Background: an optimization exercise with open tools, aiming at small area, a short achievable clock period and few clock cycles per item. Do not read the settings as production practice. At most, simulation tests tie the RTL to the original design; equivalence was not proved. Function not checked in run 3: the RTL went through the layout flow alone. Power is estimated from default activity; no workload was simulated.

**config.mk**
```make
export PLATFORM = sky130hd
export DESIGN_NAME = muldiv_sequencer
export DESIGN_NICKNAME = muldiv_sequencer
export VERILOG_FILES = /design/flow/design.v
export SDC_FILE = /design/flow/constraint.sdc
export NUM_CORES = 4
export LEC_CHECK = 0
export CAP_MARGIN = 20
export CELL_PAD_IN_SITES_DETAIL_PLACEMENT = 1
export CELL_PAD_IN_SITES_GLOBAL_PLACEMENT = 2
export CORE_MARGIN = 2
export CORE_UTILIZATION = 30
export PLACE_DENSITY = 0.45
export SETUP_SLACK_MARGIN = 4.5
export SLEW_MARGIN = 20
export TNS_END_PERCENT = 5
```
**constraint.sdc**
```tcl
create_clock -name core_clock -period 8.0 [get_ports {CLK}]
set_input_delay 1.6000 -clock core_clock [delete_from_list [all_inputs] [get_ports {CLK}]]
set_output_delay 1.6000 -clock core_clock [all_outputs]
set_load 0.01 [all_outputs]
```
**design.v**
```verilog
module muldiv_sequencer (
  input  logic        CLK,
  input  logic        RESET_N,
  input  logic        START,
  input  logic        ABORT,
  input  logic [2:0]  OP,
  input  logic [63:0] X,
  input  logic [63:0] Y,
  output logic        BUSY,
  output logic        DONE,
  output logic [63:0] RESULT
);
  localparam int K  = 8;           
  localparam int NM = 64 / K;      
  localparam int W  = 74;          
  typedef enum logic [2:0] {
    IDLE   = 3'd0,
    MUL    = 3'd1,
    MFIN   = 3'd2,
    DNEG   = 3'd3,
    DSHIFT = 3'd4,
    DIV    = 3'd5,
    FIX    = 3'd6
  } state_e;
  state_e      state_q, state_d;
  logic [5:0]  cnt_q, cnt_d;
  logic [2:0]  op_q, op_d;
  logic [63:0] m_q, m_d;           
  logic [65:0] s_q, s_d;           
  logic [63:0] r_q, r_d;           
  logic [65:0] c_q, c_d;           
  logic [63:0] lo_q, lo_d;         
  logic [K-1:0] ls_q, ls_d;        
  logic [K-1:0] lc_q, lc_d;        
  logic        cy_q, cy_d;         
  logic [11:0] bo_q, bo_d;         
  logic        xs_q, xs_d;         
  logic        cor_q, cor_d;       
  logic        xneg_q, xneg_d;
  logic        yneg_q, yneg_d;
  logic        yz_q, yz_d;
  logic        nsel_q, nsel_d;     
  logic        msel_q, msel_d;     
  logic [5:0]  px_q, px_d;         
  logic [5:0]  py_q, py_d;         
  logic        busy_q, busy_d;
  logic        done_q, done_d;
  logic is_div, q_res, mulh, mulhsu, mul_lo;
  assign is_div = op_q[2];
  assign q_res  = ~op_q[1];                  
  assign mulh   = (op_q == 3'd1);
  assign mulhsu = (op_q == 3'd2);
  assign mul_lo = (op_q == 3'd0);
  logic div_signed;
  assign div_signed = ~op_q[0];              
  function automatic logic [6:0] topbit(input logic [63:0] v);
    logic [5:0] pos [64];
    logic       nz  [64];
    for (int i = 0; i < 64; i++) begin
      pos[i] = 6'd0;
      nz[i]  = v[i];
    end
    for (int l = 0; l < 6; l++) begin
      for (int i = 0; i < (32 >> l); i++) begin
        pos[i] = nz[2*i+1] ? (pos[2*i+1] | 6'(1 << l)) : pos[2*i];
        nz[i]  = nz[2*i+1] | nz[2*i];
      end
    end
    topbit = {nz[0], pos[0]};
  endfunction
  function automatic logic [2*W-1:0] csa(input logic [W-1:0] a, input logic [W-1:0] b,
                                         input logic [W-1:0] c);
    logic [W-1:0] sm, cr;
    sm  = a ^ b ^ c;
    cr  = ((a & b) | (a & c) | (b & c)) << 1;
    csa = {cr, sm};
  endfunction
  logic [W-1:0]  rows [4];
  logic [W-1:0]  nrow;
  logic [W-1:0]  ts, tc;
  logic [K:0]    lres;
  logic [71:0]   mf_s, mf_c;
  logic [72:0]   mfin;
  function automatic logic [11:0] booth(input logic [8:0] v);
    logic y0, y1, y2;
    for (int i = 0; i < 4; i++) begin
      y0 = v[2*i];
      y1 = v[2*i+1];
      y2 = v[2*i+2];
      booth[3*i]   = y1 ^ y0;
      booth[3*i+1] = (y2 & ~y1 & ~y0) | (~y2 & y1 & y0);
      booth[3*i+2] = y2;
    end
  endfunction
  always_comb begin
    logic [66:0] xe;
    logic [66:0] pp;
    logic        one, two, neg;
    xe   = {{3{xs_q & m_q[63]}}, m_q};
    nrow = W'(1) << 65 | W'(1) << 67 | W'(1) << 69 | W'(1) << 71;
    for (int i = 0; i < 4; i++) begin
      one = bo_q[3*i];
      two = bo_q[3*i+1];
      neg = bo_q[3*i+2];
      pp  = (({67{one}} & xe) | ({67{two}} & {xe[65:0], 1'b0})) ^ {67{neg}};
      pp[66] = ~pp[66];
      rows[i] = W'(pp) << (2 * i);
      nrow[2*i] = neg;
    end
  end
  logic [W-1:0] p0, p1, a0, a1, a2, a3, b0, b1;
  assign {p1, p0} = csa(W'(s_q), W'(c_q), nrow);
  assign {a1, a0} = csa(rows[0], rows[1], rows[2]);
  assign {a3, a2} = csa(rows[3], p0, p1);
  assign {b1, b0} = csa(a0, a1, a2);
  assign {tc, ts} = csa(b0, b1, a3);
  assign lres = {1'b0, ls_q} + {1'b0, lc_q} + {{K{1'b0}}, cy_q};
  always_comb begin
    logic [71:0] a, b, c;
    a = {s_q[63:0], ls_q};
    b = {c_q[63:0], lc_q};
    c = {m_q, 8'd0};               
    mf_s = a ^ b ^ c;
    mf_c = ((a & b) | (a & c) | (b & c)) << 1;
  end
  assign mfin = {1'b0, mf_s} + {1'b0, mf_c} + {72'd0, cy_q};
  logic [65:0] dsum;
  logic        dge;
  logic [63:0] drem;
  assign dsum = {1'b0, s_q[63:0], lo_q[63]} + {2'b11, m_q} + {65'd0, ~yneg_q};
  assign dge  = ~dsum[65];
  assign drem = dge ? dsum[63:0] : {s_q[62:0], lo_q[63]};
  logic        xneg_in, yneg_in, yz_in;
  logic [6:0]  tx_in, ty_in;
  always_comb begin
    xneg_in = OP[2] & ~OP[0] & X[63];
    yneg_in = OP[2] & ~OP[0] & Y[63];
    yz_in   = (Y == 64'd0);
    tx_in   = xneg_in ? topbit(~X) : topbit(X);
    ty_in   = yneg_in ? topbit(~Y) : topbit(Y);
  end
  logic [6:0]  dl;
  always_comb begin
    dl = {1'b0, px_q} - {1'b0, py_q} + {6'd0, xneg_q};
  end
  logic [5:0]  sh;
  logic [63:0] rot, wrap, dsh_hi, dsh_lo;
  always_comb begin
    sh   = ~dl[5:0];
    rot  = m_q;
    for (int k = 0; k < 6; k++) begin
      if (sh[k]) rot = (rot << (1 << k)) | (rot >> (64 - (1 << k)));
    end
    wrap = ~({64{1'b1}} << sh);
    dsh_hi = rot & wrap;
    dsh_lo = rot & ~wrap;
  end
  logic [63:0] neg_in, neg_out;
  assign neg_in  = nsel_q ? s_q[63:0] : msel_q ? m_q : lo_q;
  assign neg_out = ~neg_in + 64'd1;
  logic need_fix;
  assign need_fix = q_res ? (xneg_q ^ yneg_q) : xneg_q;
  always_comb begin
    state_d = state_q;
    cnt_d   = cnt_q - 6'd1;
    op_d    = op_q;
    m_d     = m_q;
    s_d     = {2'b0, drem};
    r_d     = neg_out;
    c_d     = tc[W-1:K];
    lo_d    = {lo_q[62:0], dge};
    ls_d    = ts[K-1:0];
    lc_d    = tc[K-1:0];
    cy_d    = lres[K];
    bo_d    = booth(lo_q[15:7]);
    xs_d    = xs_q;
    cor_d   = cor_q;
    xneg_d  = xneg_q;
    yneg_d  = yneg_q;
    yz_d    = yz_q;
    px_d    = px_q;
    py_d    = py_q;
    done_d  = 1'b0;
    case (state_q)
      IDLE: begin
        op_d    = OP;
        m_d     = X;
        lo_d    = Y;
        s_d     = {1'b1, 65'd0};
        c_d     = 66'd0;
        bo_d    = booth({Y[7:0], 1'b0});
        xs_d    = (OP == 3'd1) | (OP == 3'd2);
        cor_d   = (OP != 3'd1) & Y[63];
        ls_d    = '0;
        lc_d    = '0;
        cy_d    = 1'b0;
        cnt_d   = 6'd0;
        xneg_d  = xneg_in & ~yz_in;
        yneg_d  = yneg_in;
        yz_d    = yz_in;
        px_d    = tx_in[5:0];
        py_d    = ty_in[5:0];
        if (START && !ABORT) begin
          state_d = !OP[2] ? MUL : xneg_in ? DNEG : DSHIFT;
        end
      end
      MUL: begin
        s_d     = ts[W-1:K];
        c_d     = tc[W-1:K];
        ls_d    = ts[K-1:0];
        lc_d    = tc[K-1:0];
        cy_d    = lres[K];
        lo_d    = {lres[K-1:0], lo_q[63:K]};
        m_d     = m_q & {64{(cnt_q[2:0] != 3'(NM - 1)) | cor_q}};
        cnt_d   = cnt_q + 6'd1;
        if (cnt_q[2:0] == 3'(NM - 1)) state_d = MFIN;
      end
      MFIN: begin
        lo_d    = {mfin[K-1:0], lo_q[63:K]};
        r_d     = mul_lo ? {mfin[K-1:0], lo_q[63:K]} : mfin[63+K:K];
        done_d  = 1'b1;
        state_d = IDLE;
      end
      DNEG: begin
        m_d     = yz_q ? m_q : neg_out;
        lo_d    = lo_q;
        state_d = DSHIFT;
      end
      DSHIFT: begin
        m_d = lo_q ^ {64{~yneg_q}};
        if (yz_q) begin
          r_d     = q_res ? 64'hFFFF_FFFF_FFFF_FFFF : m_q;
          done_d  = 1'b1;
          state_d = IDLE;
        end else if (dl[6]) begin
          s_d = {2'b0, m_q};
          if (!q_res && xneg_q) begin
            state_d = FIX;
          end else begin
            r_d     = q_res ? 64'd0 : m_q;
            done_d  = 1'b1;
            state_d = IDLE;
          end
        end else begin
          s_d     = {2'b0, dsh_hi};
          lo_d    = dsh_lo;
          cnt_d   = dl[5:0];
          state_d = DIV;
        end
      end
      DIV: begin
        s_d   = {2'b0, drem};
        lo_d  = {lo_q[62:0], dge};
        cnt_d = cnt_q - 6'd1;
        if (cnt_q == 6'd0) begin
          if (need_fix) begin
            state_d = FIX;
          end else begin
            r_d     = q_res ? {lo_q[62:0], dge} : drem;
            done_d  = 1'b1;
            state_d = IDLE;
          end
        end
      end
      FIX: begin
        done_d  = 1'b1;
        state_d = IDLE;
      end
      default: begin
        state_d = IDLE;
      end
    endcase
    busy_d = ~ABORT & ((state_q == IDLE) ? START : ~done_d & (state_q != 3'd7));
    if (ABORT) begin
      state_d = IDLE;
      done_d  = 1'b0;
    end
    nsel_d = (state_d == FIX) & ~q_res;
    msel_d = (state_d == DNEG);
  end
  always_ff @(posedge CLK or negedge RESET_N) begin
    if (!RESET_N) begin
      state_q <= IDLE;
      busy_q  <= 1'b0;
      done_q  <= 1'b0;
    end else begin
      state_q <= state_d;
      busy_q  <= busy_d;
      done_q  <= done_d;
    end
  end
  always_ff @(posedge CLK) begin
    cnt_q  <= cnt_d;
    op_q   <= op_d;
    m_q    <= m_d;
    s_q    <= s_d;
    r_q    <= r_d;
    c_q    <= c_d;
    lo_q   <= lo_d;
    ls_q   <= ls_d;
    lc_q   <= lc_d;
    cy_q   <= cy_d;
    bo_q   <= bo_d;
    xs_q   <= xs_d;
    cor_q  <= cor_d;
    xneg_q <= xneg_d;
    yneg_q <= yneg_d;
    yz_q   <= yz_d;
    nsel_q <= nsel_d;
    msel_q <= msel_d;
    px_q   <= px_d;
    py_q   <= py_d;
  end
  assign BUSY   = busy_q;
  assign DONE   = done_q;
  assign RESULT = r_q;
endmodule
```
**run.sh**
```bash
#!/bin/bash
# synth_recipe.tcl (not shown) runs the flow's synth.tcl, then flattens the netlist and writes it again
# the make line also repeats each setting of config.mk as NAME=value (left out here)
make -C /OpenROAD-flow-scripts/flow DESIGN_CONFIG=/design/flow/config.mk WORK_HOME=/design/flow/orfs CLKGATE_MAP_FILE= SYNTH_SCRIPT=/design/flow/synth_recipe.tcl finish
```
==> results.py, run 1 <==
metrics = {
    "critical_path": {
        "slowest_stage": "fa_4",
        "critical_path.endpoint_type": "register",
        "critPathMostFrequentCell": "nand2_1",
        "worst-setup-path-type": "register to register",
        "crit_path_max_fanout": 6,
        "crit_path_launch_type": "register",
        "worst-endpoint-required_ps": 8590,
        "crit_buf_inv": 3,
        "timing.critical_path.slowest_cell_delay_ps": 820,
        "worst_path_dominant_cell_family": "adder cells",
        "critical_path.cell_chain": "ha_1, inv_2, ha_4, fa_4, buf_12, buf_12, mux4_2, nand2_1, nand2_1, nor2_2, a21oi_2, nand2_1, nand2_2, o211ai_1, a31oi_1, o21ai_1, o21ai_1",
        "crit_arrival_ps": 4960,
    },
    "global_routing": {
        "grt-ovfl-total": 0,
        "initial_antenna_violation_count": 24,
        "first_global_vias": 59500,
        "grt_first_pass_wirelength_mm": 512,
        "grt_usage_pct": 40.9,
        "grt_max_degree": 77,
    },
    "timing": {
        "slew_violations": 0,
        "relSlewSlack_pct": 18.4,
        "holdWs_ps": 635,
        "finClkSkew_ps": 25.6,
        "tightestPinTransition_ps": 1220,
        "timing.setup.tns_ps": 0,
        "setup_violations": 0,
        "grt_setup_unrepaired": "yes",
        "period_needed_ps": 4370,
        "final_critical_path_share_of_the_clock_period_pct": 54.6,
        "timing_hold_violations_final": 0,
        "top_achievable_clock_speed_mhz": 229,
    },
    "synthesis": {
        "syn-num-nets": 7399,
        "yosys.area.top_type_share_pct": 12.6,
        "synth_seq_cells": 383,
        "synth_area_um2": 52900,
        "synthTopCellsByArea": "fa_1, dfxtp_1, edfxtp_1, a21oi_1, ha_1",
        "synth_seq_area_share_pct": 17.3,
        "synthDominantAreaCellType": "fa_1",
        "synth-warning-count": 10,
        "syn-mean-instance-area_um2": 7.90,
        "post_synth_inst_count": 6698,
        "number_of_distinct_library_cell_variants_in_the_gate_level_netlist_after_synthesis": 95,
        "synth-async-reset-ratio_pct": 1.31,
        "synth-edff-count": 148,
        "synth_top_flop_cell": "dfxtp_1",
    },
    "pwr": {
        "ir_worst_vdd_uv": 365,
        "power.sequential.fraction_pct": 11.2,
        "total_leakage_power_nw": 25.8,
        "power.net_switching_w": 0.0176,
        "power_share_of_the_combinational_group_pct": 78.9,
        "clockPowerShare_pct": 9.9,
        "p_sw_share_pct": 56.6,
        "p_per_area_nw_per_um2": 470,
        "power.internal_w": 0.0135,
    },
    "final_layout": {
        "area_delta_synth_final_pct": 25.4,
        "most-common-layout-cells": "nand2_1, nor2_1, a21oi_1",
        "post_route_cells_drive_above_1_share_pct": 18.7,
        "layout.nets": 7600,
        "final_common_cell": "nand2_1",
    },
    "place": {
        "post-dp-hpwl_mm": 280,
        "port_buffers": 200,
        "final_wtd_congestion": 1.01,
    },
    "drt": {
        "drt-vias-per-instance": 6.34,
        "vias": 58900,
        "drt-total-wl_mm": 380,
        "drt_first_pass_iters": 8,
        "drt_iter0_markers": 6156,
        "antenna_violating_nets_post_route": 0,
        "route.detailed.drc": 0,
        "drt-wirelength-per-cell_um": 40.9,
    },
    "cts": {
        "cts.sink_count": 383,
        "clock-root-buffer": "clkbuf_16",
        "worstSkewPairLatency_ps": 740,
        "cts.clk_slew.worst_paths_ps": 70,
        "cts_tree": "yes",
        "cts.htree.levels": 2,
        "cts_buffers": 60,
        "clk_path_buf_depth": 3,
        "holdBufCountCts": 0,
    },
    "floorplanning": {
        "die_area_um2": 180000,
        "die-height_um": 424,
        "die_width_um": 424,
        "io-pin-count": 201,
        "floorplan.initialDensity_pct": 30.1,
        "site_row_count": 154,
        "coreArea_um2": 176000,
    },
    "status": {
        "run_status": "finished clean",
    },
    "flow_run": {
        "drv_cap": 0,
    },
    "worst_hold_path": {
        "hp-class": "register to register",
    },
}
==> state kept, by name (all words and copies together), names as in the netlist, 6 cells and up <==
| signal | flops |
|---|---|
| cnt_q | 6 |
| lo_q | 64 |
| px_q | 6 |
| s_q | 66 |
| r_q | 64 |
| c_q | 65 |
| m_q | 64 |
| py_q | 6 |
| lc_q | 6 |
| bo_q | 12 |
| ls_q | 8 |
==> routing by layer <==
metal	share of wire (%)	GRT usage, %
met4	8.0	26.5
met3	7.9	7.42
met5	0.018	0
met2	44	64.0
met1	40	51.7
==> cell families after synthesis <==
logic type	count (synthesis)	share of synthesized area (%)
buffers and inverters	855	6.26
multiplexers	317	7.71
XOR/XNOR	533	8.84
AO/OA/AOI/OAI	2135	25.3
flip-flops	383	17.3
adder cells (fa/ha/maj)	566	18.1
AND/OR/NAND/NOR	1909	16.5
==> cells in the mapped netlist (101+ instances only) <==
cell type and n:
fa_1 333, clkbuf_1 425, ha_1 233, nor2_1 608, a22oi_1 267, inv_1 314, a21oi_1 648, xor2_1 207
and2_1 101, nand2_1 642, mux2i_1 175, o21ai_0 526, xnor2_1 325, nor3_1 144, edfxtp_1 148, dfxtp_1 230
==> area by class of cell <==
type / count / area, µm²
inverter: 318 / 1200
multi-input combinational: 5466 / 44000
clock inverter: 31 / 402
fill: 20500 / 109000
timing repair buffer: 670 / 6830
antenna: 4 / 10.0
sequential: 383 / 9260
clock buffer: 81 / 1750
tap: 2340 / 2930
==> tightest hold or removal path, stage by stage, from the launching register on <==
cell and delay [ps]:
edfxtp_1 460, nand2_1 70, o21ai_0 70
==> path summary, 6_finish.rpt <==
| check | slack, ps | end | from | depth (start not counted) |
|---|---|---|---|---|
| min in group asynchronous | 1140 | busy_q | RESET_N | 1 |
| hold reg to reg | 640 | bo_q[11] | lo_q[15] | 2 |
| setup reg to reg | 3630 | s_q[12] | py_q[0] | 17 |
| max in group asynchronous | 6590 | state_q[2] | RESET_N | 1 |
| hold / removal | 640 | bo_q[11] | lo_q[15] | 2 |
| setup / recovery | 3630 | s_q[12] | py_q[0] | 17 |
==> power by group through the flow <==
stage,registers [W],clock network [W],logic [W]
4_1_cts,0.00347,0.00311,0.0239
6_report,0.00349,0.00309,0.0246
2_1_floorplan,0.00310,0,0.0116
3_3_place_gp,0.00356,0,0.0212
5_1_grt,0.00350,0.00316,0.0260
3_5_place_dp,0.00356,0,0.0211
==> per-stage QoR <==
stage / std cells / setup slack, ps / util, % / power (W) / area (µm²)
4_1_cts: 9262 / 3740 / 37.2 / 0.0304 / 65400
6_report: 9293 / 3630 / 37.8 / 0.0312 / 66300
3_5_place_dp: 8941 / 2270 / 33.0 / 0.0247 / 58000
5_1_grt: 9289 / 3640 / 37.7 / 0.0327 / 66300
3_3_place_gp: 8941 / 2270 / 33.0 / 0.0247 / 58000
2_1_floorplan: 6698 / 4400 / - / 0.0147 / 53000
==> repair_timing <==
item                       in CTS  in global routing
pin swaps                     133                 52
setup buffers                 192                 23
gates resized for setup       707                192
setup endpoints to repair     366                356
cloned                         17                  4
Testbench counts, summed over its fixed seeds: cycles 36,078, ops 3,200.
==> run 2: changes to the inputs <==
--- a/design.v
+++ b/design.v
@@ -138,3 +138,3 @@
     yz_in   = (Y == 64'd0);
-    tx_in   = xneg_in ? topbit(~X) : topbit(X);
+    tx_in   = xneg_in ? topbit({~X[62:0], 1'b1}) : topbit(X);
     ty_in   = yneg_in ? topbit(~Y) : topbit(Y);
@@ -143,3 +143,3 @@
   always_comb begin
-    dl = {1'b0, px_q} - {1'b0, py_q} + {6'd0, xneg_q};
+    dl = {1'b0, px_q} - {1'b0, py_q};
   end
==> run 2 against run 1 <==
Compared with the run above: design area decreased by 3.0%; global-route usage down 0.98 points; clock skew up 18 ps; via count is 1.3% lower; final cell count decreased by 1.5%; non-clock buffer count decreased by 32; critical endpoint is now lo_q[30]; maximum frequency is 2.5% higher; die area decreased by 1.3%.
==> results.py, run 2 <==
metrics = {
    "synthesis": {
        "synthTopCellsByArea": "fa_1, dfxtp_1, edfxtp_1, xnor2_1, a21oi_1",
        "synth_top_flop_cell": "dfxtp_1",
        "netlist_top_cells_count": "nor2_1, nand2_1, a21oi_1",
        "synth_seq_area_share_pct": 17.6,
        "synthDominantAreaCellType": "fa_1",
        "synth_area_um2": 52200,
        "post_synth_inst_count": 6606,
        "synth-edff-count": 148,
        "number_of_distinct_library_cell_variants_in_the_gate_level_netlist_after_synthesis": 95,
        "synth_seq_cells": 383,
        "syn-mean-instance-area_um2": 7.90,
        "syn-num-nets": 7302,
        "yosys.area.top_type_share_pct": 12.8,
        "synth-async-reset-ratio_pct": 1.31,
        "synth-warning-count": 10,
        "most_common_cell_in_the_synthesized_netlist": "nor2_1",
    },
    "critical_path": {
        "reg2reg_to": "lo_q[30]",
        "crit_path_max_fanout": 15,
        "critical_path.endpoint_type": "register",
        "worst-endpoint-required_ps": 8490,
        "worst_path_dominant_cell_family": "compound AO/OA/AOI/OAI gates",
        "critical_path.cell_chain": "ha_4, fa_4, buf_4, bufbuf_16, o21ai_0, nor2_1, a21oi_2, mux2_2, nor2_1, a31oi_2, o22ai_1, a21oi_1, nor2_1",
        "crit_buf_inv": 2,
        "worst-setup-path-type": "register to register",
        "crit_path_launch_type": "register",
        "timing.critical_path.slowest_cell_delay_ps": 760,
        "r2r_slack_ps": 3740,
        "crit_arrival_ps": 4760,
        "critPathMostFrequentCell": "nor2_1",
        "timing.reg2reg.worst_path_depth": 13,
        "slowest_stage": "fa_4",
        "crit-reg2reg-launch": "py_q[0]",
    },
    "floorplanning": {
        "site_row_count": 153,
        "floorplan.initialDensity_pct": 30.1,
        "die_area_um2": 177000,
        "coreArea_um2": 173000,
        "die-height_um": 421,
        "io-pin-count": 201,
        "die_width_um": 421,
    },
    "cts": {
        "clk_path_buf_depth": 3,
        "cts.sink_count": 383,
        "worstSkewPairLatency_ps": 740,
        "clock-root-buffer": "clkbuf_16",
        "cts_buffers": 59,
        "cts.clk_slew.worst_paths_ps": 60,
        "cts.htree.levels": 2,
        "cts_tree": "yes",
    },
    "final_layout": {
        "post_route_cells_drive_above_1_share_pct": 16.2,
        "final_common_cell": "nor2_1",
        "most-common-layout-cells": "nor2_1, nand2_1, a21oi_1",
        "register_bank_with_the_most_flops": "s_q",
        "layout.nets": 7473,
        "area_delta_synth_final_pct": 23.3,
        "max_reg_flops": 66,
        "fin_cells": 9158,
        "reg_top3": "s_q x66, c_q x65",
    },
    "timing": {
        "timing_hold_violations_final": 0,
        "final_critical_path_share_of_the_clock_period_pct": 53.3,
        "finClkSkew_ps": 43.4,
        "relSlewSlack_pct": 26.2,
        "tightestPinTransition_ps": 1100,
        "timing.setup.tns_ps": 0,
        "grt_setup_unrepaired": "yes",
        "top_achievable_clock_speed_mhz": 235,
        "setup_violations": 0,
        "period_needed_ps": 4260,
        "slew_violations": 0,
    },
    "worst_hold_path": {
        "hp-class": "register to register",
        "min_to": "cnt_q[0]",
        "worst_hold_startpoint": "cnt_q[0]",
        "min_path_cells": 1,
    },
    "drt": {
        "drt-total-wl_mm": 366,
        "drt-wirelength-per-cell_um": 40.0,
        "drt_iter0_markers": 6861,
        "vias": 58200,
        "drt_first_pass_iters": 10,
        "antenna_violating_nets_post_route": 0,
        "drt-vias-per-instance": 6.35,
        "route.detailed.drc": 0,
    },
    "global_routing": {
        "grt_usage_pct": 40.0,
        "grt_max_degree": 86,
        "first_global_vias": 57600,
        "grt-ovfl-total": 0,
        "initial_antenna_violation_count": 37,
        "grt_first_pass_wirelength_mm": 498,
    },
    "place": {
        "post-dp-hpwl_mm": 273,
        "port_buffers": 200,
        "post-place-cells": 8844,
        "final_wtd_congestion": 1.05,
    },
    "pwr": {
        "p_per_area_nw_per_um2": 458,
        "total_leakage_power_nw": 25.4,
        "ir_worst_vdd_uv": 283,
    },
    "flow_run": {
        "drv_cap": 0,
    },
    "status": {
        "run_status": "finished clean",
    },
}
## run 2: changes by cell type after synthesis, moves of 15 or more
cell,change
a21oi_1,-77
mux4_2,-17
nor2b_1,+22
xnor2_1,+60
xor2_1,-64
and2_1,-79
inv_1,+44
o21ai_0,+26
mux2i_1,+34
a222oi_1,+32
nor3_1,-32
mux2_2,+15
nand2_1,-62
## run 2: worst register-to-register path: cells and delay by family (launching register included)
family	cells	cell delay (ps)
adder cells (fa/ha/maj)	2	950
multiplexers	1	420
AO/OA/AOI/OAI	5	1430
buffers and inverters	2	530
AND/OR/NAND/NOR	3	270
flip-flops	1	430
## run 2: through the flow
step	hold slack (ps)	worst slack, ps	total power (W)	utilization, %	instance area [µm²]
floorplan	452	3980	0.0146	-	52200
global placement	530	2210	0.0239	33.0	57200
detailed placement	531	2160	0.0239	33.0	57300
CTS	553	3880	0.0289	36.8	63800
global route	612	3760	0.0311	37.1	64400
finish	579	3740	0.0295	37.1	64400
## run 2: where the power goes
group / internal [W] / switching (W)
logic: 0.00845 / 0.0146
clock network: 0.00169 / 0.00125
registers: 0.00259 / 0.000890
## run 2: area by class of cell
type / instances / area (µm²)
Tap cell: 2325 / 2910
Fill cell: 20400 / 109000
Timing Repair Buffer: 638 / 6410
Multi-Input combinational cell: 5333 / 42400
Clock buffer: 86 / 1730
Clock inverter: 25 / 315
Antenna cell: 6 / 15.0
Inverter: 362 / 1380
Sequential cell: 383 / 9250
## run 2: kinds of logic (layout without fill, tap and decap cells)
group / after synthesis / after routing / synth area share [%]
AND/OR/NAND/NOR: 1773 / 1773 / 15.2
multiplexers: 325 / 325 / 7.44
other: 0 / 6 / 0
flip-flops: 383 / 383 / 17.6
adder cells (fa/ha/maj): 561 / 561 / 18.2
buffers and inverters: 894 / 1111 / 6.61
XOR/XNOR: 528 / 530 / 8.86
AO/OA/AOI/OAI: 2142 / 2144 / 26.1
## run 2: worst max-delay path by stage
| stage | slack [ps] | from | endpoint | cells after the start |
|---|---|---|---|---|
| global placement | 2210 | nsel_q | r_q[37] | 13 |
| floorplan | 3980 | m_q[0] | r_q[58] | 16 |
| detailed placement | 2160 | nsel_q | r_q[37] | 13 |
| finish | 3740 | py_q[0] | lo_q[30] | 13 |
| global route | 3760 | yneg_q | r_q[16] | 18 |
| CTS | 3880 | yneg_q | r_q[49] | 18 |
## run 2: what timing repair did
item | 4_1_cts | 5_1_grt
hold buffers | 0 | 0
endpoints found under the setup margin | 409 | 329
gates resized for setup | 573 | 124
endpoints found under the hold margin | 0 | 0
gates cloned | 16 | 2
pin swaps | 100 | 14
setup buffers | 159 | 19
## run 2: routing by layer
metal  up-vias  share of wire [%]  GRT usage (%)
met5         -              0.059              0
met4        32                5.4           18.2
met3       670                 10           10.1
met2      3077                 41           57.9
met1     30300                 43           55.4
li1      24100                  -              -
Testbench counts of run 2, summed over its fixed seeds: cycles 36,078, ops 3,200.
==> run 3: changes to the inputs <==
--- a/design.v
+++ b/design.v
@@ -29,3 +29,2 @@
   logic [65:0] s_q, s_d;           
-  logic [63:0] r_q, r_d;           
   logic [65:0] c_q, c_d;           
@@ -41,4 +40,2 @@
   logic        yz_q, yz_d;
-  logic        nsel_q, nsel_d;     
-  logic        msel_q, msel_d;     
   logic [5:0]  px_q, px_d;         
@@ -121,3 +118,3 @@
     b = {c_q[63:0], lc_q};
-    c = {m_q, 8'd0};               
+    c = {cor_q ? m_q : 64'd0, 8'd0};
     mf_s = a ^ b ^ c;
@@ -138,23 +135,15 @@
     yz_in   = (Y == 64'd0);
-    tx_in   = xneg_in ? topbit({~X[62:0], 1'b1}) : topbit(X);
-    ty_in   = yneg_in ? topbit(~Y) : topbit(Y);
+    tx_in   = topbit(X ^ {64{xneg_in}});
+    ty_in   = topbit(Y ^ {64{yneg_in}});
   end
   logic [6:0]  dl;
+  logic [5:0]  i0;
   always_comb begin
-    dl = {1'b0, px_q} - {1'b0, py_q};
-  end
-  logic [5:0]  sh;
-  logic [63:0] rot, wrap, dsh_hi, dsh_lo;
-  always_comb begin
-    sh   = ~dl[5:0];
-    rot  = m_q;
-    for (int k = 0; k < 6; k++) begin
-      if (sh[k]) rot = (rot << (1 << k)) | (rot >> (64 - (1 << k)));
-    end
-    wrap = ~({64{1'b1}} << sh);
-    dsh_hi = rot & wrap;
-    dsh_lo = rot & ~wrap;
+    dl = {1'b0, px_q} - {1'b0, py_q} + {6'd0, xneg_q};
+    i0 = dl[6] ? 6'd0 : dl[5:0];
   end
+  logic [127:0] dshift;
+  assign dshift = {64'd0, lo_q} << ~i0;
   logic [63:0] neg_in, neg_out;
-  assign neg_in  = nsel_q ? s_q[63:0] : msel_q ? m_q : lo_q;
+  assign neg_in  = (state_q == FIX && !q_res) ? s_q[63:0] : lo_q;
   assign neg_out = ~neg_in + 64'd1;
@@ -168,3 +157,2 @@
     s_d     = {2'b0, drem};
-    r_d     = neg_out;
     c_d     = tc[W-1:K];
@@ -186,4 +174,4 @@
         op_d    = OP;
-        m_d     = X;
-        lo_d    = Y;
+        m_d     = OP[2] ? Y : X;
+        lo_d    = OP[2] ? X : Y;
         s_d     = {1'b1, 65'd0};
@@ -203,3 +191,3 @@
         if (START && !ABORT) begin
-          state_d = !OP[2] ? MUL : xneg_in ? DNEG : DSHIFT;
+          state_d = !OP[2] ? MUL : (xneg_in && !yz_in) ? DNEG : DSHIFT;
         end
@@ -213,3 +201,2 @@
         lo_d    = {lres[K-1:0], lo_q[63:K]};
-        m_d     = m_q & {64{(cnt_q[2:0] != 3'(NM - 1)) | cor_q}};
         cnt_d   = cnt_q + 6'd1;
@@ -219,3 +206,3 @@
         lo_d    = {mfin[K-1:0], lo_q[63:K]};
-        r_d     = mul_lo ? {mfin[K-1:0], lo_q[63:K]} : mfin[63+K:K];
+        s_d     = mul_lo ? {2'b0, mfin[K-1:0], lo_q[63:K]} : {2'b0, mfin[63+K:K]};
         done_d  = 1'b1;
@@ -224,4 +211,3 @@
       DNEG: begin
-        m_d     = yz_q ? m_q : neg_out;
-        lo_d    = lo_q;
+        lo_d    = neg_out;
         state_d = DSHIFT;
@@ -229,20 +215,11 @@
       DSHIFT: begin
-        m_d = lo_q ^ {64{~yneg_q}};
+        m_d = m_q ^ {64{~yneg_q}};
         if (yz_q) begin
-          r_d     = q_res ? 64'hFFFF_FFFF_FFFF_FFFF : m_q;
+          s_d     = q_res ? {2'b0, 64'hFFFF_FFFF_FFFF_FFFF} : {2'b0, lo_q};
           done_d  = 1'b1;
           state_d = IDLE;
-        end else if (dl[6]) begin
-          s_d = {2'b0, m_q};
-          if (!q_res && xneg_q) begin
-            state_d = FIX;
-          end else begin
-            r_d     = q_res ? 64'd0 : m_q;
-            done_d  = 1'b1;
-            state_d = IDLE;
-          end
         end else begin
-          s_d     = {2'b0, dsh_hi};
-          lo_d    = dsh_lo;
-          cnt_d   = dl[5:0];
+          s_d     = {2'b0, dshift[127:64]};
+          lo_d    = dshift[63:0];
+          cnt_d   = i0;
           state_d = DIV;
@@ -258,3 +235,3 @@
           end else begin
-            r_d     = q_res ? {lo_q[62:0], dge} : drem;
+            if (q_res) s_d = {2'b0, lo_q[62:0], dge};
             done_d  = 1'b1;
@@ -265,2 +242,3 @@
       FIX: begin
+        s_d     = {2'b0, neg_out};
         done_d  = 1'b1;
@@ -272,3 +250,2 @@
     endcase
-    busy_d = ~ABORT & ((state_q == IDLE) ? START : ~done_d & (state_q != 3'd7));
     if (ABORT) begin
@@ -277,4 +254,3 @@
     end
-    nsel_d = (state_d == FIX) & ~q_res;
-    msel_d = (state_d == DNEG);
+    busy_d = (state_d != IDLE);
   end
@@ -296,3 +272,2 @@
     s_q    <= s_d;
-    r_q    <= r_d;
     c_q    <= c_d;
@@ -308,4 +283,2 @@
     yz_q   <= yz_d;
-    nsel_q <= nsel_d;
-    msel_q <= msel_d;
     px_q   <= px_d;
@@ -315,3 +288,3 @@
   assign DONE   = done_q;
-  assign RESULT = r_q;
+  assign RESULT = s_q[63:0];
 endmodule
--- a/config.mk
+++ b/config.mk
@@ -8,8 +8,5 @@
 export CAP_MARGIN = 20
-export CELL_PAD_IN_SITES_DETAIL_PLACEMENT = 1
-export CELL_PAD_IN_SITES_GLOBAL_PLACEMENT = 2
 export CORE_MARGIN = 2
-export CORE_UTILIZATION = 30
-export PLACE_DENSITY = 0.45
-export SETUP_SLACK_MARGIN = 4.5
+export CORE_UTILIZATION = 40
+export SETUP_SLACK_MARGIN = 4.0
 export SLEW_MARGIN = 20
==> run 3 against run 2 <==
Compared with the run above: worst setup slack got worse by 620 ps; non-clock buffer count up 118; largest power group unchanged; wire length grew 6.9%; highest routed layer unchanged; synthesized area increased by 2.3%; synthesized cell count up 7.8%; still clean on timing, DRC and antenna; maximum frequency is 13% lower.
==> results.py, run 3 <==
metrics = {
    "synthesis": {
        "synthTopCellsByArea": "fa_1, dfxtp_1, xnor2_1, ha_1, mux2i_1",
        "synthDominantAreaCellType": "fa_1",
        "number_of_distinct_library_cell_variants_in_the_gate_level_netlist_after_synthesis": 97,
        "syn-num-nets": 7821,
        "synth-edff-count": 84,
        "most_common_cell_in_the_synthesized_netlist": "nand2_1",
        "synth_seq_area_share_pct": 13.5,
        "synth_seq_cells": 317,
        "synth-warning-count": 6,
        "syn-mean-instance-area_um2": 7.50,
        "yosys.area.top_type_share_pct": 12.5,
        "netlist_top_cells_count": "nand2_1, o21ai_0, a21oi_1",
        "post_synth_inst_count": 7120,
        "synth-async-reset-ratio_pct": 1.58,
        "synth_area_um2": 53400,
        "synth_top_flop_cell": "dfxtp_1",
    },
    "critical_path": {
        "worst-setup-path-type": "register to register",
        "crit_arrival_ps": 5500,
        "crit-reg2reg-launch": "state_q[2]",
        "worst-endpoint-required_ps": 8620,
        "cp-startpoint": "state_q[2]",
        "crit_path_launch_type": "register",
        "timing.critical_path.to": "s_q[41]",
        "critical_path.endpoint_type": "register",
        "crit_path_max_fanout": 31,
        "r2r_slack_ps": 3120,
        "reg2reg_to": "s_q[41]",
        "timing.reg2reg.worst_path_depth": 14,
    },
    "timing": {
        "timing.setup.tns_ps": 0,
        "finClkSkew_ps": 74.4,
        "grt_setup_unrepaired": "yes",
        "top_achievable_clock_speed_mhz": 205,
        "slew_violations": 0,
        "final_critical_path_share_of_the_clock_period_pct": 61.0,
        "setup_violations": 0,
        "timing_hold_violations_final": 0,
        "period_needed_ps": 4880,
        "relSlewSlack_pct": 6.30,
        "tightestPinTransition_ps": 1400,
    },
    "global_routing": {
        "grt-ovfl-total": 0,
        "first_global_vias": 60200,
        "grt_max_degree": 94,
        "initial_antenna_violation_count": 56,
        "grt_first_pass_wirelength_mm": 519,
        "grt_usage_pct": 55.2,
    },
    "floorplanning": {
        "die-height_um": 369,
        "floorplan.initialDensity_pct": 40.1,
        "io-pin-count": 201,
        "die_area_um2": 136000,
        "coreArea_um2": 133000,
        "site_row_count": 134,
        "die_width_um": 369,
    },
    "drt": {
        "vias": 65600,
        "antenna_violating_nets_post_route": 0,
        "drt-vias-per-instance": 7.23,
        "topRoutingLayerUsed": "met5",
        "drt-wirelength-per-cell_um": 43.2,
        "drt-total-wl_mm": 392,
        "amount_of_wire_on_met2_after_detailed_routing_mm": 148,
        "route.detailed.drc": 0,
        "met3_wirelength_mm": 61.9,
        "drt_iter0_markers": 12000,
        "drt_first_pass_iters": 9,
        "detail_route.wirelength.met1_mm": 139,
    },
    "cts": {
        "holdBufCountCts": 0,
        "cts_tree": "yes",
        "clk_path_buf_depth": 3,
        "worstSkewPairLatency_ps": 740,
        "cts.sink_count": 317,
        "cts_buffers": 49,
        "cts.htree.levels": 2,
        "cts.clk_slew.worst_paths_ps": 60,
        "clock-root-buffer": "clkbuf_16",
    },
    "worst_hold_path": {
        "min_path_cells": 3,
        "hp-class": "register to register",
    },
    "place": {
        "post-dp-hpwl_mm": 279,
        "port_buffers": 200,
        "dpl-instance-area_um2": 57300,
        "final_wtd_congestion": 1.14,
    },
    "final_layout": {
        "final_common_cell": "nand2_1",
        "layout.nets": 7938,
        "max_reg_flops": 66,
        "design_area_um2": 64800,
        "reg_top3": "s_q x66, c_q x65",
        "most-common-layout-cells": "nand2_1, inv_1, o21ai_0",
        "post_route_cells_drive_above_1_share_pct": 15.4,
        "area_delta_synth_final_pct": 21.3,
        "register_bank_with_the_most_flops": "s_q",
    },
    "pwr": {
        "design_power_total_w": 0.0308,
        "p_per_area_nw_per_um2": 475,
        "total_leakage_power_nw": 26.0,
        "ir_worst_vdd_uv": 440,
    },
    "status": {
        "run_status": "finished clean",
    },
    "flow_run": {
        "drv_cap": 0,
    },
}
-- run 3: cell types whose count changed after synthesis, moves of 51 or more --
| cell | previous run | this run |
|---|---|---|
| a21oi_1 | 571 | 496 |
| xnor2_1 | 385 | 438 |
| nand3_1 | 101 | 237 |
| mux2i_1 | 209 | 267 |
| nand2_1 | 580 | 631 |
| edfxtp_1 | 148 | 84 |
| clkbuf_1 | 422 | 479 |
| inv_1 | 358 | 473 |
| nor2_1 | 616 | 484 |
| buf_4 | 3 | 64 |
-- run 3: layout make-up --
| cell class | instances | area (µm²) |
|---|---|---|
| antenna | 25 | 62.6 |
| clock buffer | 69 | 1390 |
| clock inverter | 22 | 303 |
| fill | 13200 | 68200 |
| inverter | 476 | 1800 |
| multi-input combinational | 5637 | 43900 |
| sequential | 317 | 7290 |
| tap | 1768 | 2210 |
| timing repair buffer | 756 | 7830 |
-- run 3: per-stage QoR --
stage | std cells | hold slack [ps] | utilization [%] | setup slack (ps)
after floorplan | 7120 | 481 | - | 3920
final | 9070 | 536 | 48.7 | 3120
after global routing | 9050 | 552 | 48.7 | 3330
after detailed placement | 8679 | 518 | 43.1 | 1740
after global placement | 8678 | 512 | 43.1 | 1790
after CTS | 8995 | 531 | 47.7 | 3430
-- run 3: layer usage --
layer | track usage [%] | vias up
met2 | 73.3 | 5941
met5 | 4.02 | -
li1 | - | 25800
met4 | 45.6 | 62
met1 | 66.2 | 32100
met3 | 26.5 | 1742
-- run 3: logic make-up after synthesis --
family	Yosys count	synth area share, %
AO/OA/AOI/OAI	2236	27.6
XOR/XNOR	531	8.71
adder cells (fa/ha/maj)	566	18.0
buffers and inverters	1174	8.79
flip-flops	317	13.5
multiplexers	314	6.04
AND/OR/NAND/NOR	1982	17.4
-- run 3: worst min-delay path by stage --
stage	startpoint	to
finish	cnt_q[5]	cnt_q[5]
global route	cnt_q[5]	cnt_q[5]
CTS	cnt_q[5]	cnt_q[5]
detailed placement	cnt_q[5]	cnt_q[5]
global placement	cnt_q[5]	cnt_q[5]
floorplan	cnt_q[5]	cnt_q[5]
-- run 3: critical path: stages (launching register included) --
cell	delay [ps]
dfrtp_2	480
buf_4	290
nor2_1	750
nand2_1	420
buf_4	390
nor2_4	560
buf_4	480
buf_4	250
nand2_1	60
and3_1	260
o211ai_1	280
a221oi_2	60
buf_4	180
and2_0	130
a311oi_1	180
-- run 3: timing repair --
action | in CTS | in global routing
buffers inserted | 201 | 40
pin swaps | 54 | 46
cloned | 24 | 8
hold endpoints to repair | 0 | 0
endpoints found under the setup margin | 147 | 145
gates resized for setup | 387 | 183
-- run 3: power breakdown --
part | internal (W) | switching [W]
Sequential | 0.00206 | 0.000700
Clock | 0.00135 | 0.00111
Combinational | 0.00903 | 0.0165

==> afterwards: timing with drivers on the ports <==
In the flow no input, the clock included, has a driving cell. The finished layouts below were timed again as built, in two steps.
Step 1: set_driving_cell puts a clkbuf_16 on CLK and a buf_2 on each other input, an assumption about the parent block.
Step 2 adds t to the input delays and takes it off the output delays; t is the mean of the earliest and latest rising clock arrival at the registers after step 1. Input paths then give back, and output paths get back, about the clock's delay inside the block.
Slacks: no drivers / after step 1 / after step 2; pairs: no drivers / after step 1.
run | t, ns | setup WS [ns] | worst slew at a driven data input, ns | cell pins on the clock port's net
run 1 | 0.821 | 3.629 / 3.629 / 3.106 | 0.06 | 1
run 2 | 0.807 | 3.737 / 3.737 / 3.215 | 0.10 | 1
run 3 | 0.792 | 3.122 / 3.122 / 2.814 | 0.18 | 1
After both steps setup and hold are still met in every run listed. For run 1, which loses most, drivers alone change the setup slack by 0.000 ns; drivers and shift together by -0.523 ns.
